Source: an optimization exercise on an open RTL-to-GDS flow (aim: small area, a short achievable clock period and few clock cycles per item). Production flows keep margins and buffers that such runs may drop. Function was checked by simulation only, so behaviour that the tests miss may differ from the original.

**flow/design.v**
```verilog
package yuv_rgb_pkg;
	localparam int LINE_PAIRS      = 160;
	localparam int NUM_LANES       = 3;
	localparam int LANE_FIFO_DEPTH = 4;
	localparam int IN_FIFO_DEPTH   = 4;
	localparam int FIR_TAP_OUTER  = 21;
	localparam int FIR_TAP_MIDDLE = 52;
	localparam int FIR_TAP_INNER  = 159;
	localparam int FIR_ROUND      = 128;
	localparam int FIR_SHIFT      = 8;
	localparam int Y_OFFSET  = 16;
	localparam int C_OFFSET  = 128;
	localparam int K_Y       = 76284;
	localparam int K_RV      = 104595;
	localparam int K_GU      = 25624;
	localparam int K_GV      = 53281;
	localparam int K_BU      = 132251;
	localparam int CSC_SHIFT = 16;
	typedef logic [7:0] pixel_t;
	typedef struct packed {
		pixel_t y_even;
		pixel_t y_odd;
		pixel_t u;
		pixel_t v;
	} yuv422_pair_t;
	typedef struct packed {
		pixel_t y_even;
		pixel_t y_odd;
		pixel_t u_even;
		pixel_t v_even;
		pixel_t u_odd;
		pixel_t v_odd;
	} yuv444_pair_t;
	typedef struct packed {
		pixel_t r;
		pixel_t g;
		pixel_t b;
	} rgb_t;
	typedef struct packed {
		rgb_t pix_even;
		rgb_t pix_odd;
	} rgb_pair_t;
	typedef logic [1:0] lane_idx_t;
	function automatic pixel_t clip_pixel(input int value);
		if (value < 0) begin
			clip_pixel = 8'd0;
		end else if (value > 255) begin
			clip_pixel = 8'd255;
		end else begin
			clip_pixel = value[7:0];
		end
	endfunction
endpackage
`timescale 1ns/10ps
module stream_fifo #(
	parameter int WIDTH = 8,
	parameter int DEPTH = 4
) (
	input logic CLOCK_50_I,
	input logic Resetn,
	input logic [WIDTH-1:0] wr_data,
	input logic wr_valid,
	output logic wr_ready,
	output logic [WIDTH-1:0] rd_data,
	output logic rd_valid,
	input logic rd_ready,
	output logic [$clog2(DEPTH + 1)-1:0] count
);
	localparam int PTR_W = (DEPTH > 1) ? $clog2(DEPTH) : 1;
	localparam int CNT_W = $clog2(DEPTH + 1);
	logic [WIDTH-1:0] mem [DEPTH];
	logic [PTR_W-1:0] wr_ptr, rd_ptr;
	logic [CNT_W-1:0] count_next;
	logic push, pop;
	assign push = wr_valid && wr_ready;
	assign pop = rd_valid && rd_ready;
	assign rd_valid = (count != '0);
	assign rd_data = mem[rd_ptr];
	always_comb begin
		count_next = count;
		if (push && !pop) begin
			count_next = count + 1'b1;
		end else if (pop && !push) begin
			count_next = count - 1'b1;
		end
	end
	always_ff @(posedge CLOCK_50_I or negedge Resetn) begin
		if (!Resetn) begin
			wr_ptr <= '0;
			rd_ptr <= '0;
			count <= '0;
			wr_ready <= 1'b0;
		end else begin
			if (push) begin
				wr_ptr <= (wr_ptr == PTR_W'(DEPTH - 1)) ? '0 : wr_ptr + 1'b1;
			end
			if (pop) begin
				rd_ptr <= (rd_ptr == PTR_W'(DEPTH - 1)) ? '0 : rd_ptr + 1'b1;
			end
			count <= count_next;
			wr_ready <= (count_next != CNT_W'(DEPTH));
		end
	end
	always_ff @(posedge CLOCK_50_I) begin
		if (push) begin
			mem[wr_ptr] <= wr_data;
		end
	end
endmodule
`timescale 1ns/10ps
module chroma_upsampler (
	input logic CLOCK_50_I,
	input logic Resetn,
	input yuv_rgb_pkg::yuv422_pair_t in_pair,
	input logic in_valid,
	output logic in_ready,
	output yuv_rgb_pkg::yuv444_pair_t lane_pair,
	output logic [yuv_rgb_pkg::NUM_LANES-1:0] lane_valid,
	input logic [yuv_rgb_pkg::NUM_LANES-1:0] lane_ready
);
	localparam int CNT_W = $clog2(yuv_rgb_pkg::LINE_PAIRS);
	yuv_rgb_pkg::pixel_t u_win [6];
	yuv_rgb_pkg::pixel_t v_win [6];
	yuv_rgb_pkg::pixel_t u_next [6];
	yuv_rgb_pkg::pixel_t v_next [6];
	logic [15:0] y_q [3];
	logic [CNT_W-1:0] pair_cnt;
	logic [1:0] flush_left;
	yuv_rgb_pkg::lane_idx_t disp_ptr;
	logic out_vld;
	logic flushing, preload;
	logic out_free, dispatched;
	logic accept, flush_step, emit;
	function automatic yuv_rgb_pkg::pixel_t fir6(input yuv_rgb_pkg::pixel_t w0, input yuv_rgb_pkg::pixel_t w1, input yuv_rgb_pkg::pixel_t w2,
			input yuv_rgb_pkg::pixel_t w3, input yuv_rgb_pkg::pixel_t w4, input yuv_rgb_pkg::pixel_t w5);
		int acc;
		acc = yuv_rgb_pkg::FIR_TAP_OUTER * (int'(w0) + int'(w5))
			- yuv_rgb_pkg::FIR_TAP_MIDDLE * (int'(w1) + int'(w4))
			+ yuv_rgb_pkg::FIR_TAP_INNER * (int'(w2) + int'(w3))
			+ yuv_rgb_pkg::FIR_ROUND;
		fir6 = yuv_rgb_pkg::clip_pixel(acc >>> yuv_rgb_pkg::FIR_SHIFT);
	endfunction
	assign flushing = (flush_left != 2'd0);
	assign preload = !flushing && (pair_cnt == '0);
	assign dispatched = out_vld && lane_ready[disp_ptr];
	assign out_free = !out_vld || lane_ready[disp_ptr];
	assign in_ready = out_free && !flushing;
	assign accept = in_valid && in_ready;
	assign flush_step = flushing && out_free;
	assign emit = (accept && (pair_cnt >= CNT_W'(3))) || flush_step;
	always_comb begin
		for (int i = 0; i < yuv_rgb_pkg::NUM_LANES; i++) begin
			lane_valid[i] = out_vld && (disp_ptr == yuv_rgb_pkg::lane_idx_t'(i));
		end
	end
	always_comb begin
		for (int i = 0; i < 5; i++) begin
			u_next[i] = preload ? in_pair.u : u_win[i+1];
			v_next[i] = preload ? in_pair.v : v_win[i+1];
		end
		u_next[5] = flushing ? u_win[5] : in_pair.u;
		v_next[5] = flushing ? v_win[5] : in_pair.v;
	end
	always_ff @(posedge CLOCK_50_I or negedge Resetn) begin
		if (!Resetn) begin
			pair_cnt <= '0;
			flush_left <= 2'd0;
			disp_ptr <= '0;
			out_vld <= 1'b0;
		end else begin
			if (dispatched) begin
				disp_ptr <= (disp_ptr == yuv_rgb_pkg::lane_idx_t'(yuv_rgb_pkg::NUM_LANES - 1)) ? '0 : disp_ptr + 2'd1;
			end
			if (emit) begin
				out_vld <= 1'b1;
			end else if (dispatched) begin
				out_vld <= 1'b0;
			end
			if (accept) begin
				if (pair_cnt == CNT_W'(yuv_rgb_pkg::LINE_PAIRS - 1)) begin
					pair_cnt <= '0;
					flush_left <= 2'd3;
				end else begin
					pair_cnt <= pair_cnt + 1'b1;
				end
			end
			if (flush_step) begin
				flush_left <= flush_left - 2'd1;
			end
		end
	end
	always_ff @(posedge CLOCK_50_I) begin
		if (accept || flush_step) begin
			for (int i = 0; i < 6; i++) begin
				u_win[i] <= u_next[i];
				v_win[i] <= v_next[i];
			end
			y_q[0] <= y_q[1];
			y_q[1] <= y_q[2];
			if (accept) begin
				y_q[2] <= {in_pair.y_even, in_pair.y_odd};
			end
		end
		if (emit) begin
			lane_pair.y_even <= y_q[0][15:8];
			lane_pair.y_odd <= y_q[0][7:0];
			lane_pair.u_even <= u_next[2];
			lane_pair.v_even <= v_next[2];
			lane_pair.u_odd <= fir6(u_next[0], u_next[1], u_next[2], u_next[3], u_next[4], u_next[5]);
			lane_pair.v_odd <= fir6(v_next[0], v_next[1], v_next[2], v_next[3], v_next[4], v_next[5]);
		end
	end
endmodule
`timescale 1ns/10ps
module csc_lane (
	input logic CLOCK_50_I,
	input logic Resetn,
	input yuv_rgb_pkg::yuv444_pair_t pair_in,
	input logic pair_valid,
	output logic pair_ready,
	output logic [47:0] res_pair,
	output logic res_valid,
	input logic res_ready
);
	localparam int CNT_W = $clog2(yuv_rgb_pkg::LANE_FIFO_DEPTH + 1);
	logic signed [8:0] s1_y [2];
	logic signed [8:0] s1_u [2];
	logic signed [8:0] s1_v_s [2];
	logic signed [31:0] s2_y [2];
	logic signed [31:0] s2_rv [2];
	logic signed [31:0] s2_gu [2];
	logic signed [31:0] s2_gv [2];
	logic signed [31:0] s2_bu [2];
	logic [47:0] s3_q;
	logic s1_v, s2_v, s3_v;
	logic [1:0] in_flight;
	logic [CNT_W-1:0] fifo_count;
	logic fifo_wr_ready;
	logic accept;
	logic [7:0] px_y [2];
	logic [7:0] px_u [2];
	logic [7:0] px_v [2];
	assign px_y[0] = pair_in.y_even;
	assign px_u[0] = pair_in.u_even;
	assign px_v[0] = pair_in.v_even;
	assign px_y[1] = pair_in.y_odd;
	assign px_u[1] = pair_in.u_odd;
	assign px_v[1] = pair_in.v_odd;
	function automatic logic signed [8:0] remove_offset(input logic [7:0] x, input int offset);
		remove_offset = 9'($signed({1'b0, x}) - offset);
	endfunction
	function automatic logic [23:0] combine(input logic signed [31:0] py,
			input logic signed [31:0] prv, input logic signed [31:0] pgu,
			input logic signed [31:0] pgv, input logic signed [31:0] pbu);
		combine[23:16] = yuv_rgb_pkg::clip_pixel((py + prv) >>> yuv_rgb_pkg::CSC_SHIFT);
		combine[15:8] = yuv_rgb_pkg::clip_pixel((py - pgu - pgv) >>> yuv_rgb_pkg::CSC_SHIFT);
		combine[7:0] = yuv_rgb_pkg::clip_pixel((py + pbu) >>> yuv_rgb_pkg::CSC_SHIFT);
	endfunction
	assign in_flight = {1'b0, s1_v} + {1'b0, s2_v} + {1'b0, s3_v};
	assign pair_ready = fifo_wr_ready
		&& (int'(fifo_count) + int'(in_flight) < yuv_rgb_pkg::LANE_FIFO_DEPTH);
	assign accept = pair_valid && pair_ready;
	always_ff @(posedge CLOCK_50_I or negedge Resetn) begin
		if (!Resetn) begin
			s1_v <= 1'b0;
			s2_v <= 1'b0;
			s3_v <= 1'b0;
		end else begin
			s1_v <= accept;
			s2_v <= s1_v;
			s3_v <= s2_v;
		end
	end
	always_ff @(posedge CLOCK_50_I) begin
		for (int i = 0; i < 2; i++) begin
			if (accept) begin
				s1_y[i] <= remove_offset(px_y[i], yuv_rgb_pkg::Y_OFFSET);
				s1_u[i] <= remove_offset(px_u[i], yuv_rgb_pkg::C_OFFSET);
				s1_v_s[i] <= remove_offset(px_v[i], yuv_rgb_pkg::C_OFFSET);
			end
			if (s1_v) begin
				s2_y[i] <= s1_y[i] * yuv_rgb_pkg::K_Y;
				s2_rv[i] <= s1_v_s[i] * yuv_rgb_pkg::K_RV;
				s2_gu[i] <= s1_u[i] * yuv_rgb_pkg::K_GU;
				s2_gv[i] <= s1_v_s[i] * yuv_rgb_pkg::K_GV;
				s2_bu[i] <= s1_u[i] * yuv_rgb_pkg::K_BU;
			end
		end
		if (s2_v) begin
			s3_q[47:24] <= combine(s2_y[0], s2_rv[0], s2_gu[0], s2_gv[0], s2_bu[0]);
			s3_q[23:0] <= combine(s2_y[1], s2_rv[1], s2_gu[1], s2_gv[1], s2_bu[1]);
		end
	end
	stream_fifo #(
		.WIDTH(48),
		.DEPTH(yuv_rgb_pkg::LANE_FIFO_DEPTH)
	) u_res_fifo (
		.CLOCK_50_I(CLOCK_50_I),
		.Resetn(Resetn),
		.wr_data(s3_q),
		.wr_valid(s3_v),
		.wr_ready(fifo_wr_ready),
		.rd_data(res_pair),
		.rd_valid(res_valid),
		.rd_ready(res_ready),
		.count(fifo_count)
	);
endmodule
`timescale 1ns/10ps
module rgb_word_packer (
	input logic CLOCK_50_I,
	input logic Resetn,
	input logic [yuv_rgb_pkg::NUM_LANES*48-1:0] res_pair,
	input logic [yuv_rgb_pkg::NUM_LANES-1:0] res_valid,
	output logic [yuv_rgb_pkg::NUM_LANES-1:0] res_ready,
	output logic [15:0] out_word,
	output logic out_valid,
	input logic out_ready
);
	yuv_rgb_pkg::lane_idx_t rd_ptr, nxt_ptr;
	logic [47:0] held_pair;
	logic held;
	logic [1:0] phase;
	logic last_word;
	assign nxt_ptr = (rd_ptr == yuv_rgb_pkg::lane_idx_t'(yuv_rgb_pkg::NUM_LANES - 1)) ? '0 : rd_ptr + 2'd1;
	assign last_word = held && out_ready && (phase == 2'd2);
	assign out_valid = held;
	always_comb begin
		res_ready = '0;
		res_ready[rd_ptr] = last_word;
	end
	always_comb begin
		case (phase)
			2'd0: out_word = held_pair[47:32];
			2'd1: out_word = held_pair[31:16];
			default: out_word = held_pair[15:0];
		endcase
	end
	always_ff @(posedge CLOCK_50_I or negedge Resetn) begin
		if (!Resetn) begin
			rd_ptr <= '0;
			phase <= 2'd0;
			held <= 1'b0;
		end else begin
			if (last_word) begin
				rd_ptr <= nxt_ptr;
				phase <= 2'd0;
				held <= res_valid[nxt_ptr];
			end else if (held && out_ready) begin
				phase <= phase + 2'd1;
			end else if (!held && res_valid[rd_ptr]) begin
				held <= 1'b1;
			end
		end
	end
	always_ff @(posedge CLOCK_50_I) begin
		if (last_word) begin
			held_pair <= res_pair[nxt_ptr*48 +: 48];
		end else if (!held) begin
			held_pair <= res_pair[rd_ptr*48 +: 48];
		end
	end
endmodule
`timescale 1ns/10ps
module yuv_to_rgb_top (
	input logic CLOCK_50_I,
	input logic Resetn,
	input logic [31:0] in_pair,
	input logic in_valid,
	output logic in_ready,
	output logic [15:0] out_word,
	output logic out_valid,
	input logic out_ready
);
	yuv_rgb_pkg::yuv422_pair_t fifo_pair;
	logic fifo_valid, fifo_ready;
	yuv_rgb_pkg::yuv444_pair_t lane_pair;
	logic [yuv_rgb_pkg::NUM_LANES-1:0] lane_valid, lane_ready;
	logic [yuv_rgb_pkg::NUM_LANES*48-1:0] res_pair;
	logic [yuv_rgb_pkg::NUM_LANES-1:0] res_valid, res_ready;
	stream_fifo #(
		.WIDTH(32),
		.DEPTH(yuv_rgb_pkg::IN_FIFO_DEPTH)
	) u_in_fifo (
		.CLOCK_50_I(CLOCK_50_I),
		.Resetn(Resetn),
		.wr_data(in_pair),
		.wr_valid(in_valid),
		.wr_ready(in_ready),
		.rd_data(fifo_pair),
		.rd_valid(fifo_valid),
		.rd_ready(fifo_ready),
		.count()
	);
	chroma_upsampler u_upsampler (
		.CLOCK_50_I(CLOCK_50_I),
		.Resetn(Resetn),
		.in_pair(fifo_pair),
		.in_valid(fifo_valid),
		.in_ready(fifo_ready),
		.lane_pair(lane_pair),
		.lane_valid(lane_valid),
		.lane_ready(lane_ready)
	);
	for (genvar i = 0; i < yuv_rgb_pkg::NUM_LANES; i++) begin : g_lane
		csc_lane u_lane (
			.CLOCK_50_I(CLOCK_50_I),
			.Resetn(Resetn),
			.pair_in(lane_pair),
			.pair_valid(lane_valid[i]),
			.pair_ready(lane_ready[i]),
			.res_pair(res_pair[i*48 +: 48]),
			.res_valid(res_valid[i]),
			.res_ready(res_ready[i])
		);
	end
	rgb_word_packer u_packer (
		.CLOCK_50_I(CLOCK_50_I),
		.Resetn(Resetn),
		.res_pair(res_pair),
		.res_valid(res_valid),
		.res_ready(res_ready),
		.out_word(out_word),
		.out_valid(out_valid),
		.out_ready(out_ready)
	);
endmodule
```
**flow/run.sh**
```bash
#!/bin/bash
# synth_recipe.tcl (not shown) runs the flow's synth.tcl, then flattens the netlist and writes it again
# the make line also repeats each setting of config.mk as NAME=value (left out here)
make -C /OpenROAD-flow-scripts/flow DESIGN_CONFIG=/design/flow/config.mk WORK_HOME=/design/flow/orfs CLKGATE_MAP_FILE= SYNTH_SCRIPT=/design/flow/synth_recipe.tcl finish
```
**flow/config.mk**
```make
export PLATFORM = sky130hd
export DESIGN_NAME = yuv_to_rgb_top
export DESIGN_NICKNAME = yuv_to_rgb_top
export VERILOG_FILES = /design/flow/design.v
export SDC_FILE = /design/flow/constraint.sdc
export NUM_CORES = 4
export LEC_CHECK = 0
export CAP_MARGIN = 20
export CORE_MARGIN = 2
export CORE_UTILIZATION = 40
export SLEW_MARGIN = 20
```
**flow/constraint.sdc**
```tcl
create_clock -name core_clock -period 12.0 [get_ports {CLOCK_50_I}]
set_input_delay 2.4000 -clock core_clock [delete_from_list [all_inputs] [get_ports {CLOCK_50_I}]]
set_output_delay 2.4000 -clock core_clock [all_outputs]
set_load 0.01 [all_outputs]
```
==> results by group <==
Cells and area
  • Layout cells sized above 1: under 10%
  • Final #Nets: 16900
  • Synth-to-layout area growth: 9.48%
  • Final core occ: 43.9%

Route
  • Top Layer Used: met5
  • Vias: 94300
  • DRT antenna net count: 0
  • DR WL/cell: between 15 and 20 um
  • Routed wl met2: about 160000 um
  • Drt first pass iters: 5
  • Initial drt markers: 6191
  • Met1 WL: 174000 um
  • Vias per cell: 5.11
  • # DRC: 0
  • WL met3: 17500 um
  • WL final: 359000 um

Critical path
  • Critical-path maximum fanout: 65
  • CP Capture Type: register
  • WP data required: ~13000 ps
  • R2r startpoint: u_upsampler.pair_cnt[2]
  • CP Class: register to register
  • Setup crit start kind: register
  • Slowest cell delay on critical path: between 500 and 600 ps
  • Worst setup startpoint: u_upsampler.pair_cnt[2]
  • Worst EP arrival: 11550 ps
  • Worst Reg2Reg Path Length in Cells: 43
  • Worst Setup EP: u_upsampler.lane_pair[13]
  • Critical path's slowest cell: a2111oi_4
  • R2R Setup Slk: 1080 ps
  • Critical R2R Capture: u_upsampler.lane_pair[13]
  • Most frequent cell on the critical path: a21oi_1

Timing
  • Hold Violations, Final: 0
  • Fin crit share: 91.0%
  • Min Tclk post-route: ~11000 ps
  • Final hold slack: about 400 ps
  • Least-Margin Pin Slew: between 1000 and 1500 ps
  • Fmax achieved: 91.6 MHz
  • Final Setup Violations: 0
  • RSZ-0062 raised after global routing: no
  • Slew Limit Fails: 0
  • Setup_tns: 0 ps
  • Clock Skew: 135 ps
  • Rel. slew slack: a little under a third

Synthesis
  • Ys Warns: 21
  • Synthesized instance count: 12800
  • Register area share after synthesis: between 30% and 40%
  • EDFF count, synth: 1960
  • Syn avg cell area: 12.2 um^2
  • Syn Nets: 16600
  • Post-synth ARST share: 2.92%
  • Netlist cell types: 99
  • Synthesized cell area: 0.156 mm^2
  • Top_reg_cell synth: edfxtp_1
  • Yosys reg bits: 2019

Job
  • Maxcap violations: 0

Floorplan
  • Core area: 0.388 mm^2
  • Overall die width: 628 um
  • Initial Utilization: 40.1%
  • Die height: 628 um
  • Io pins: 54
  • Die Area: slightly below 0.4 mm^2
  • FP Rows: 229

Worst hold path
  • Hold Path Class: register to register

Place
  • Placer Congestion: 0.849
  • I/O Buffers: 53
  • Post-DP HPWL: 284000 um

CTS
  • Hold buffer count at CTS: 0
  • Worst skew pair latency: 980 ps
  • CTS root buf: clkbuf_16
  • CTS tree: yes
  • Clk buf depth: 4
  • Worst-path clk slew: around 60 ps
  • H-tree depth: 4
  • TritonCTS buffer count: 225
  • CTS Sinks: 2019

Status
  • Outcome: no timing/DRC/antenna violations

GRT
  • Pin count of the biggest net entering global routing: 76
  • First-pass GRT wire length: around 560000 um
  • GRT Overall Usage: 18.3%
  • Vias in the first global route: 94700
  • Total grt overflow: 0
  • Initial antenna violation count: 37
-- synth_stat cells, types with 21 or more instances --
master,instances,area (um^2)
a21o_1,324,2430
nand2b_1,90,563
xnor2_1,484,4240
or3_1,45,282
clkbuf_1,76,285
mux2i_1,78,781
o21bai_1,99,743
mux2_2,25,282
xor2_1,211,1850
a31oi_1,74,463
o21a_1,144,1080
mux4_2,176,3960
and3_1,100,626
nand4_1,30,188
a31o_2,21,184
o211ai_1,52,390
nor3_1,165,826
dfrtp_1,59,1480
nor2_1,475,1780
fa_1,847,17000
ha_1,2960,37000
a211oi_1,56,420
and2_1,42,263
a21oi_1,619,3100
or2_2,46,288
nor2b_1,124,776
o21ai_0,364,1820
nand3_1,150,751
o31ai_1,22,165
inv_1,2066,7750
nand2_1,413,1550
a211o_1,31,272
a21boi_0,22,165
edfxtp_1,1960,58900
-- flip-flops by register name, summed over array words and instances (netlist names), 6 cells and up --
register                         count
u_upsampler.y_q                     48
g_lane.u_lane.s3_q                 144
g_lane.u_lane.s2_gu                114
g_lane.u_lane.u_res_fifo.rd_ptr      6
g_lane.u_lane.s1_y                  54
u_in_fifo.mem                      128
g_lane.u_lane.s2_rv                152
g_lane.u_lane.s1_v_s                48
u_upsampler.v_win                   40
g_lane.u_lane.s2_gv                154
g_lane.u_lane.s2_y                 150
g_lane.u_lane.u_res_fifo.mem       576
g_lane.u_lane.s2_bu                168
u_upsampler.lane_pair               48
g_lane.u_lane.u_res_fifo.count       9
g_lane.u_lane.u_res_fifo.wr_ptr      6
u_upsampler.u_win                   40
g_lane.u_lane.s1_u                  48
u_upsampler.pair_cnt                 8
u_packer.held_pair                  48
-- cell families after synthesis --
family,count (synthesis),share of synthesized area [%]
compound gates,2067,8.71
xor+xnor,695,3.91
fa+ha+maj,3813,34.7
buf+inv,2151,5.19
flops,2019,38.8
mux,279,3.23
simple gates,1757,5.48
-- worst max-delay path, delay by kind of cell, from the launching register on --
kind	cells	cell delay, ps
XOR/XNOR	1	200
adder cells (fa/ha/maj)	10	4070
flip-flops	1	420
AND/OR/NAND/NOR	5	1180
buffers and inverters	8	720
AO/OA/AOI/OAI	19	4020
-- worst min path at each step --
stage | start | to | slack [ps] | depth (start not counted)
2_1_floorplan | u_upsampler.y_q[0][0] | u_upsampler.lane_pair[32] | 400 | 0
3_3_place_gp | u_upsampler.y_q[2][10] | u_upsampler.y_q[1][10] | 400 | 0
3_5_place_dp | u_upsampler.y_q[1][8] | u_upsampler.y_q[0][8] | 400 | 0
4_1_cts | u_upsampler.y_q[2][1] | u_upsampler.y_q[1][1] | 400 | 0
5_1_grt | u_upsampler.y_q[2][4] | u_upsampler.y_q[1][4] | 420 | 0
6_report | u_upsampler.y_q[2][4] | u_upsampler.y_q[1][4] | 410 | 0
-- cells in the final DEF (no fill, tap or decap), types with 124 or more instances in the layout --
master        n
nor2_1      475
edfxtp_1   1960
o21ai_0     364
nand3_1     150
a21oi_1     619
ha_1       2960
o21a_1      144
nor2b_1     124
nand2_1     412
mux4_2      176
a21o_1      324
nor3_1      165
clkbuf_16   225
xnor2_1     484
xor2_1      211
inv_1      2066
fa_1        847
-- stage by stage --
step / area [um^2] / setup slack [ps] / instances
after detailed placement: 163000 / 888 / 18000
after CTS: 170000 / 880 / 18400
after global placement: 163000 / 1030 / 18000
after floorplan: 156000 / 1460 / 12800
final: 170000 / 1080 / 18400
after global routing: 170000 / 88.8 / 18400
-- timing repair --
action	in CTS	in global routing
gates resized for setup	0	1
endpoints found under the setup margin	0	8
setup buffers	0	0
-- area by class of cell --
type / count / area (um^2)
antenna: 19 / 47.5
clock buffer: 264 / 5800
clock inverter: 148 / 1600
fill: 35700 / 218000
inverter: 2066 / 7750
multi-input combinational: 8611 / 87300
sequential: 2019 / 60400
tap: 5197 / 6500
timing repair buffer: 118 / 1020
-- per-layer routing --
metal  global-route usage (%)  up-vias
li1                         -    46000
met1                     26.9    46300
met2                     29.2     1593
met3                     2.18      331
met4                     3.30        2
met5                        0        -
Testbench counts, summed over its fixed seeds: cycles 23,200, items 7,680.

## what the ideal ports hide
Ports are ideal in the flow. The routed layout listed here was re-timed in OpenROAD.
Step 1: set_driving_cell puts a clkbuf_16 on CLOCK_50_I and a buf_2 on each other input, an assumption about the parent block.
Step 2 times the ports against the registers' clock, not the clock port: input delays grow and output delays shrink by t, the midpoint of the rising clock arrivals with the driver on.
Slacks: ideal ports / drivers / drivers and shift; pairs: ideal ports / drivers.
shift t [ns]: 1.035
slack for setup (ns): 1.081 / 1.081 / 1.081
hold slack, ns: 0.410 / 0.410 / 0.410
worst setup path after step 2: register to register
worst data-port slew with drivers (ns): 0.17
After both steps this run still meets setup and hold. The setup slack of this run moves by 0.000 ns with the drivers and by 0.000 ns with both steps.
